Context: an optimization exercise on an open-source flow, tuned for a short achievable clock period and few clock cycles per item. The choices shown serve that exercise and are no tape-out recipe.
The RTL was checked by simulation tests, not by an equivalence proof against the original design.
The flow treats the clock pin as an ideal source. Dropping or thinning the clock tree relies on that and would not hold on a real chip.
No activity file was given, so power comes from the tool's default toggle rates.

== old ==
==> module psda_table, before the edit <==
module psda_table #(
  parameter int unsigned CLIENTS = psda_pkg::CLIENTS_DEF
) (
  input  wire logic                               clk,
  input  wire logic                               rst_n,
  input  wire logic [psda_pkg::IP_W-1:0]          lk_ip,
  input  wire logic [psda_pkg::PORT_W-1:0]        lk_port,
  input  wire logic signed [psda_pkg::DATA_W-1:0] lk_seq,
  input  wire logic                               cm_client,    
  input  wire logic [psda_pkg::IP_W-1:0]          cm_ip,
  input  wire logic [psda_pkg::PORT_W-1:0]        cm_port,
  input  wire logic signed [psda_pkg::DATA_W-1:0] cm_seq,
  output logic                                    cm_dup,
  output logic                                    cm_untr
);
  logic [CLIENTS-1:0]                 vld_r;
  logic [psda_pkg::IP_W-1:0]          ip_r   [CLIENTS];
  logic [psda_pkg::PORT_W-1:0]        port_r [CLIENTS];
  logic signed [psda_pkg::DATA_W-1:0] seq_r  [CLIENTS];
  logic [CLIENTS-1:0]                 free_r;      
  logic                               full_r;
  logic [CLIENTS-1:0]                 m_r;         
  logic [CLIENTS-1:0]                 g_r;         
  logic                               eqp_r;       
  logic                               lep_r;       
  logic                               c_trk_r;
  logic [CLIENTS-1:0]                 c_slot_r;
  logic [CLIENTS-1:0] m_l, g_l;
  logic               lep_l;
  always_comb begin
    for (int i = 0; i < CLIENTS; i++) begin
      m_l[i] = vld_r[i] && ip_r[i] == lk_ip && port_r[i] == lk_port;
    end
  end
  for (genvar i = 0; i < CLIENTS; i++) begin : g_cmp
    psda_le #(.W(psda_pkg::DATA_W)) u_le (
      .a (lk_seq),
      .b (seq_r[i]),
      .le(g_l[i])
    );
  end
  psda_le #(.W(psda_pkg::DATA_W)) u_lep (
    .a (lk_seq),
    .b (cm_seq),
    .le(lep_l)
  );
  always_ff @(posedge clk) begin
    m_r   <= m_l;
    g_r   <= g_l;
    eqp_r <= cm_client && lk_ip == cm_ip && lk_port == cm_port;
    lep_r <= lep_l;
  end
  logic               fwd_t, hit, alloc, dup, untr;
  logic [CLIENTS-1:0] slot;
  assign fwd_t = eqp_r && c_trk_r;
  assign hit   = (|m_r) || fwd_t;
  assign alloc = cm_client && !hit && !full_r;
  assign untr  = !hit && full_r;
  assign dup   = (|(m_r & g_r)) || (fwd_t && lep_r);
  assign slot  = m_r | (eqp_r ? c_slot_r : '0) | (alloc ? free_r : '0);
  assign cm_dup  = dup;
  assign cm_untr = untr;
  always_ff @(posedge clk) begin
    c_trk_r  <= hit || !full_r;
    c_slot_r <= slot;
  end
  always_ff @(posedge clk) begin
    if (!rst_n) begin
      vld_r  <= '0;
      free_r <= CLIENTS'(1);
      full_r <= 1'b0;
    end else if (alloc) begin
      vld_r  <= vld_r | free_r;
      free_r <= free_r << 1;
      full_r <= free_r[CLIENTS-1];
    end
  end
  always_ff @(posedge clk) begin
    for (int i = 0; i < CLIENTS; i++) begin
      if (cm_client && slot[i] && !dup) begin
        seq_r[i] <= cm_seq;
      end
      if (alloc && free_r[i]) begin
        ip_r[i]   <= cm_ip;
        port_r[i] <= cm_port;
      end
    end
  end
endmodule
==> flow/config.mk <==
export PLATFORM = sky130hd
export DESIGN_NAME = per_source_request_dedup_accumulator
export DESIGN_NICKNAME = per_source_request_dedup_accumulator
export VERILOG_FILES = /design/flow/design.v
export SDC_FILE = /design/flow/constraint.sdc
export NUM_CORES = 4
export LEC_CHECK = 0
export ABC_CLOCK_PERIOD_IN_PS = 2000
export CAP_MARGIN = 20
export CORE_MARGIN = 2
export CORE_UTILIZATION = 60
export SETUP_SLACK_MARGIN = 5.0
export SLEW_MARGIN = 20
==> flow/constraint.sdc <==
create_clock -name core_clock -period 7.5 [get_ports {clk}]
set_input_delay 1.5000 -clock core_clock [delete_from_list [all_inputs] [get_ports {clk}]]
set_output_delay 1.5000 -clock core_clock [all_outputs]
set_load 0.01 [all_outputs]
standard.sh (not shown) runs the stock make flow with config.mk's settings and CLKGATE_MAP_FILE= SYNTH_SCRIPT=/design/flow/synth_recipe.tcl, a recipe that flattens the netlist after the stock synthesis.
==> flow/flow/run.sh <==
#!/bin/bash
# The standard layout with two changes:
#  - the port buffers are sky130_fd_sc_hd__buf_4 rather than the small delay buffers
#    buffer_ports picks by default
#  - after CTS, flow/mycts.tcl rebuilds the clock tree as two levels of clkbuf_16
#    (4 roots on the clock port, 64 leaves each driving one cluster of flip-flops)
#    and repairs timing on it; TritonCTS's own repair is skipped, as it would work on
#    the tree that is then replaced
set -euo pipefail
export MYCTS_LEAVES=64
export MYCTS_ROOTS=4
bash standard.sh "BUFFER_PORTS_ARGS=-buffer_cell sky130_fd_sc_hd__buf_4" \
  "POST_CTS_TCL=$PWD/flow/mycts.tcl" SKIP_CTS_REPAIR_TIMING=1 finish > standard.log 2>&1
Other scripts of this flow, unchanged in this note and not shown: flow/flow/mycts.tcl
Testbench counts of old, summed over its fixed seeds: cycles 12,032, items 12,000.
The following lists how new was set up differently from old:
==> flow/design.v, changed modules only <==
module psda_table #(
  parameter int unsigned CLIENTS = psda_pkg::CLIENTS_DEF
) (
  input  wire logic                               clk,
  input  wire logic                               rst_n,
  input  wire logic [psda_pkg::IP_W-1:0]          lk_ip,
  input  wire logic [psda_pkg::PORT_W-1:0]        lk_port,
  input  wire logic signed [psda_pkg::DATA_W-1:0] lk_seq,
  input  wire logic                               cm_client,    
  input  wire logic [psda_pkg::IP_W-1:0]          cm_ip,
  input  wire logic [psda_pkg::PORT_W-1:0]        cm_port,
  input  wire logic signed [psda_pkg::DATA_W-1:0] cm_seq,
  output logic                                    cm_dup,
  output logic                                    cm_untr
);
  logic [CLIENTS-1:0]                 vld_r;
  logic [psda_pkg::IP_W-1:0]          ip_r   [CLIENTS];
  logic [psda_pkg::PORT_W-1:0]        port_r [CLIENTS];
  logic signed [psda_pkg::DATA_W-1:0] seq_r  [CLIENTS];
  logic [CLIENTS-1:0]                 free_r;      
  logic                               full_r;
  logic [CLIENTS-1:0]                 m_r;         
  logic [CLIENTS-1:0]                 ma_r, mb_r;  
  logic [CLIENTS-1:0]                 g_r;         
  logic                               eqp_r;       
  logic                               eqpa_r, eqpb_r;  
  logic                               lep_r;       
  logic                               c_trk_r;
  logic [CLIENTS-1:0]                 c_slot_r;
  localparam int unsigned SA = 24;
  logic [psda_pkg::IP_W+psda_pkg::PORT_W-1:0] lk_src, cm_src;
  logic [CLIENTS-1:0] ma_l, mb_l, g_l;
  assign lk_src = {lk_port, lk_ip};
  assign cm_src = {cm_port, cm_ip};
  logic               lep_l;
  always_comb begin
    for (int i = 0; i < CLIENTS; i++) begin
      ma_l[i] = vld_r[i] && ip_r[i][SA-1:0] == lk_ip[SA-1:0];
      mb_l[i] = {port_r[i], ip_r[i][psda_pkg::IP_W-1:SA]} == lk_src[psda_pkg::IP_W+psda_pkg::PORT_W-1:SA];
    end
  end
  for (genvar i = 0; i < CLIENTS; i++) begin : g_cmp
    psda_le #(.W(psda_pkg::DATA_W)) u_le (
      .a (lk_seq),
      .b (seq_r[i]),
      .le(g_l[i])
    );
  end
  psda_le #(.W(psda_pkg::DATA_W)) u_lep (
    .a (lk_seq),
    .b (cm_seq),
    .le(lep_l)
  );
  always_ff @(posedge clk) begin
    ma_r  <= ma_l;
    mb_r  <= mb_l;
    g_r   <= g_l;
    eqpa_r <= cm_client && lk_src[SA-1:0] == cm_src[SA-1:0];
    eqpb_r <= lk_src[psda_pkg::IP_W+psda_pkg::PORT_W-1:SA] == cm_src[psda_pkg::IP_W+psda_pkg::PORT_W-1:SA];
    lep_r <= lep_l;
  end
  assign m_r   = ma_r & mb_r;
  assign eqp_r = eqpa_r && eqpb_r;
  logic               fwd_t, hit, alloc, dup, untr;
  logic [CLIENTS-1:0] slot;
  assign fwd_t = eqp_r && c_trk_r;
  assign hit   = (|m_r) || fwd_t;
  assign alloc = cm_client && !hit && !full_r;
  assign untr  = !hit && full_r;
  assign dup   = (|(m_r & g_r)) || (fwd_t && lep_r);
  assign slot  = m_r | (eqp_r ? c_slot_r : '0) | (alloc ? free_r : '0);
  assign cm_dup  = dup;
  assign cm_untr = untr;
  always_ff @(posedge clk) begin
    c_trk_r  <= hit || !full_r;
    c_slot_r <= slot;
  end
  always_ff @(posedge clk) begin
    if (!rst_n) begin
      vld_r  <= '0;
      free_r <= CLIENTS'(1);
      full_r <= 1'b0;
    end else if (alloc) begin
      vld_r  <= vld_r | free_r;
      free_r <= free_r << 1;
      full_r <= free_r[CLIENTS-1];
    end
  end
  always_ff @(posedge clk) begin
    for (int i = 0; i < CLIENTS; i++) begin
      if (cm_client && slot[i] && !dup) begin
        seq_r[i] <= cm_seq;
      end
      if (alloc && free_r[i]) begin
        ip_r[i]   <= cm_ip;
        port_r[i] <= cm_port;
      end
    end
  end
endmodule
## What came out
Worst path setup slack after routing on new is behind old. old -> new: die area increased slightly. Portion of total power attributed to combinational logic delta for new relative to old: 3.9 points lower. old ended up with register to register as its classification of the worst setup path; new ended up with register to output port. new vs old — number of violations reported at the end of detailed-routing iteration 0 dropped by more than 10%. new -> old: period utilization flat. Between new and old, it is new whose multi-input gate share of total cell area is higher, by 0.27 points. new: met3 global-route usage is 1.2 points lower than what old reported.
Testbench counts of new, summed over its fixed seeds: cycles 12,032, items 12,000.
In every run of this note, the design's own scripts or RTL, not TritonCTS, make the clock network.

==> separate check: timing with driven ports <==
Ports are ideal in the flow. The routed layouts listed here were re-timed in OpenROAD. Step 1 assumes that a clkbuf_16 drives the clock port and a buf_2 every other input. Step 2, shift: input delay + t, output delay - t, t = (earliest + latest rising clock arrival at the registers) / 2. This alone moves slack from input paths to output paths. a / b / c = no drivers / after step 1 / after step 2; a / b = the first two.
run	shift t [ns]	slack for setup (ns)	hold slack, ns
old	0.684	4.955 / 4.808 / 4.494	0.320 / 0.320 / 0.320
new	0.680	4.947 / 4.780 / 4.461	0.324 / 0.324 / 0.324
After both steps every run listed still meets setup and hold. For new, which loses most, drivers alone change the setup slack by -0.167 ns; drivers and shift together by -0.486 ns.
